This is an optimization exercise on Yosys and OpenROAD, whose aim is small area, not a production implementation. In this exercise RTL edits were held to simulation tests only and were not proved equivalent to the original. Power figures rest on the tool's default switching activity, not on a simulated workload. The flow treats the clock pin as an ideal source, which a real chip does not have.

## garnet
// timed_rgbw_light_interpolator_top
module timed_rgbw_light_interpolator_top #(
  parameter int unsigned SLOTS = 16
) (
  input  logic        clk_i,
  input  logic        rst_ni,
  input  logic        in_valid_i,
  output logic        in_ready_o,
  input  logic        op_i,
  input  logic [3:0]  entry_index_i,
  input  logic        entry_valid_i,
  input  logic [4:0]  entry_hour_i,
  input  logic [5:0]  entry_minute_i,
  input  logic [7:0]  entry_red_i,
  input  logic [7:0]  entry_green_i,
  input  logic [7:0]  entry_blue_i,
  input  logic [7:0]  entry_white_i,
  input  logic [31:0] now_unix_i,
  input  logic [4:0]  now_hour_i,
  input  logic [5:0]  now_minute_i,
  output logic        out_valid_o,
  input  logic        out_ready_i,
  output logic        active_o,
  output logic [7:0]  level_red_o,
  output logic [7:0]  level_green_o,
  output logic [7:0]  level_blue_o,
  output logic [7:0]  level_white_o
);
For scale: about 2200 cells after synthesis, roughly 900 flip-flops, roughly 130 I/O pins, roughly 28000 µm² of cells after synthesis.
==> flow/config.mk <==
export PLATFORM = sky130hd
export DESIGN_NAME = timed_rgbw_light_interpolator_top
export DESIGN_NICKNAME = timed_rgbw_light_interpolator_top
export VERILOG_FILES = /design/flow/design.v
export SDC_FILE = /design/flow/constraint.sdc
export NUM_CORES = 4
export LEC_CHECK = 0
export CAP_MARGIN = 20
export CORE_MARGIN = 2
export CORE_UTILIZATION = 45
export PLACE_DENSITY = 0.6
export SLEW_MARGIN = 20
==> flow/constraint.sdc <==
create_clock -name core_clock -period 12.0 [get_ports {clk_i}]
set_input_delay 2.4000 -clock core_clock [delete_from_list [all_inputs] [get_ports {clk_i}]]
set_output_delay 2.4000 -clock core_clock [all_outputs]
set_load 0.01 [all_outputs]
standard.sh (not shown) runs the stock make flow with config.mk's settings and CLKGATE_MAP_FILE= SYNTH_SCRIPT=/design/flow/synth_recipe.tcl, a recipe that flattens the netlist after the stock synthesis.
==> flow/flow/run.sh <==
#!/bin/bash
# Own layout flow: the standard flow (standard.sh, unchanged synthesis,
# floorplan, power grid and tap cells), with these changes:
#   * ports are buffered with the smallest buffer (buf_1) instead of the default;
#   * clock tree synthesis without dummy loads and with sink clusters of up
#     to 40 flip-flops within 90 um.
# Each tool's full output stays in orfs/logs/; make's own output goes to
# flow_make.log in this folder.
set -euo pipefail
cd "$(dirname "$0")/.."
bash standard.sh \
  BUFFER_PORTS_ARGS="-buffer_cell sky130_fd_sc_hd__buf_1" \
  CTS_ARGS="-sink_clustering_enable -repair_clock_nets -dont_use_dummy_load -sink_clustering_size 40 -sink_clustering_max_diameter 90" \
  finish > flow_make.log 2>&1
garnet completed every stage of the flow, and the final layout passed the timing, DRC and antenna checks.
--- input diff garnet..maple ---
Settings: changing PLACE_DENSITY from 0.6 to 0.75; changing CORE_UTILIZATION from 45 to 60.
==> flow/flow/run.sh <==
#!/bin/bash
# Own layout flow: the standard flow (standard.sh, unchanged synthesis,
# floorplan, power grid and tap cells), with these changes:
#   * ports are buffered with the smallest buffer (buf_1) instead of the default;
#   * clock tree synthesis without dummy loads and with sink clusters of up
#     to 30 flip-flops within 100 um.
# Each tool's full output stays in orfs/logs/; make's own output goes to
# flow_make.log in this folder.
set -euo pipefail
cd "$(dirname "$0")/.."
bash standard.sh \
  BUFFER_PORTS_ARGS="-buffer_cell sky130_fd_sc_hd__buf_1" \
  CTS_ARGS="-sink_clustering_enable -repair_clock_nets -dont_use_dummy_load -sink_clustering_size 30 -sink_clustering_max_diameter 100" \
  finish > flow_make.log 2>&1
==> summary.txt <==
maple closes out successfully: all stages finished, all timing, DRC and antenna checks passed. Between maple and garnet, utilization is lower for garnet, maple comes in above that. In the tables for maple and garnet, tightest hold margin reads higher with maple. Taking garnet as the reference, in maple critical path depth -1; final worst setup slack -0.95 ns; clock period minus final worst setup slack +0.95 ns. For leakage power summed over all cells, maple and garnet come out practically identical. maple vs garnet, design area went down by 0.76%.
## Diff of input files: pepper against maple
Settings: swapping 0.75 for 0.6 in PLACE_DENSITY; swapping 60 for 45 in CORE_UTILIZATION; putting GPL_TIMING_DRIVEN at 0 where nothing was set.
## What came out
- Compare maple and pepper | global-route usage higher: maple
- Going from maple to pepper, die extent in y went up, via-per-instance ratio went down, instance area at placement went up, final design area excluding fillers went up.
- Compared with maple, pepper shows a first-pass iteration count of the detailed router that is 1 higher.
- Going from maple to pepper, overall power consumption grows by 0.17 mW.
- The lower final worst-path setup slack of maple and pepper is in maple.
- The proportion of power drawn by combinational gates of pepper exceeds that of maple by 1.4 points.
- Compared with maple, final routed wire length divided by cell count in pepper decreased by a few percent.
Changes in raven relative to pepper:
Settings: a deleted GPL_TIMING_DRIVEN that had been 0.
==> flow/flow/run.sh <==
#!/bin/bash
# Own layout flow: the standard flow (standard.sh, unchanged synthesis,
# floorplan, power grid and tap cells), with these changes:
#   * ports are buffered with the smallest buffer (buf_1) instead of the default;
#   * clock tree synthesis without dummy loads and with sink clusters of up
#     to 24 flip-flops within 150 um.
# Each tool's full output stays in orfs/logs/; make's own output goes to
# flow_make.log in this folder.
set -euo pipefail
cd "$(dirname "$0")/.."
bash standard.sh \
  BUFFER_PORTS_ARGS="-buffer_cell sky130_fd_sc_hd__buf_1" \
  CTS_ARGS="-sink_clustering_enable -repair_clock_nets -dont_use_dummy_load -sink_clustering_size 24 -sink_clustering_max_diameter 150" \
  finish > flow_make.log 2>&1
==> summary.txt <==
The count of clock buffers in the final design in pepper is 0.884 times that in raven. Run comparison: raven beginning of the critical path state_q[2]; pepper beginning of the critical path step_q[0]. In raven the weighted congestion at the end of routability-driven global placement turned out 3.0% higher than in pepper. When the final numbers for raven and pepper were put side by side, the number of fillers in the final layout turned out to be greater in pepper. On first-iteration DRC count, the higher figure sits with raven, not pepper. STATUS global-route wire length before repair: raven wins against pepper. Of raven and pepper, the run reporting the higher logic gate share of total power was pepper. When raven is measured against pepper, its data arrival time of the worst path turns out 0.13 ns lower. Via count of the first global-routing pass (higher): pepper.

==> afterwards: timing with drivers on the ports <==
How much do the figures lean on ideal ports? The routed layouts below were timed once more, with nothing changed but the port constraints.
Step 1, drivers: a clkbuf_16 drives clk_i and a buf_2 each remaining input, both assumed.
Step 2, shift: input delay + t, output delay - t, t = (earliest + latest rising clock arrival at the registers) / 2. This alone moves slack from input paths to output paths.
Three values: ideal, step 1, step 2; two values: the first two.
| run | t (ns) | slack for setup (ns) | slew at the worst register clock pin (ns) | worst slew at a driven data input, ns |
|---|---|---|---|---|
| garnet | 0.625 | 4.642 / 4.642 / 4.642 | 0.13 / 0.13 | 0.08 |
| maple | 0.617 | 3.690 / 3.690 / 3.690 | 0.12 / 0.12 | 0.08 |
| pepper | 0.635 | 4.480 / 4.480 / 4.480 | 0.11 / 0.11 | 0.08 |
| raven | 0.644 | 4.675 / 4.675 / 4.675 | 0.11 / 0.11 | 0.08 |
After both steps setup and hold are still met in every run listed.
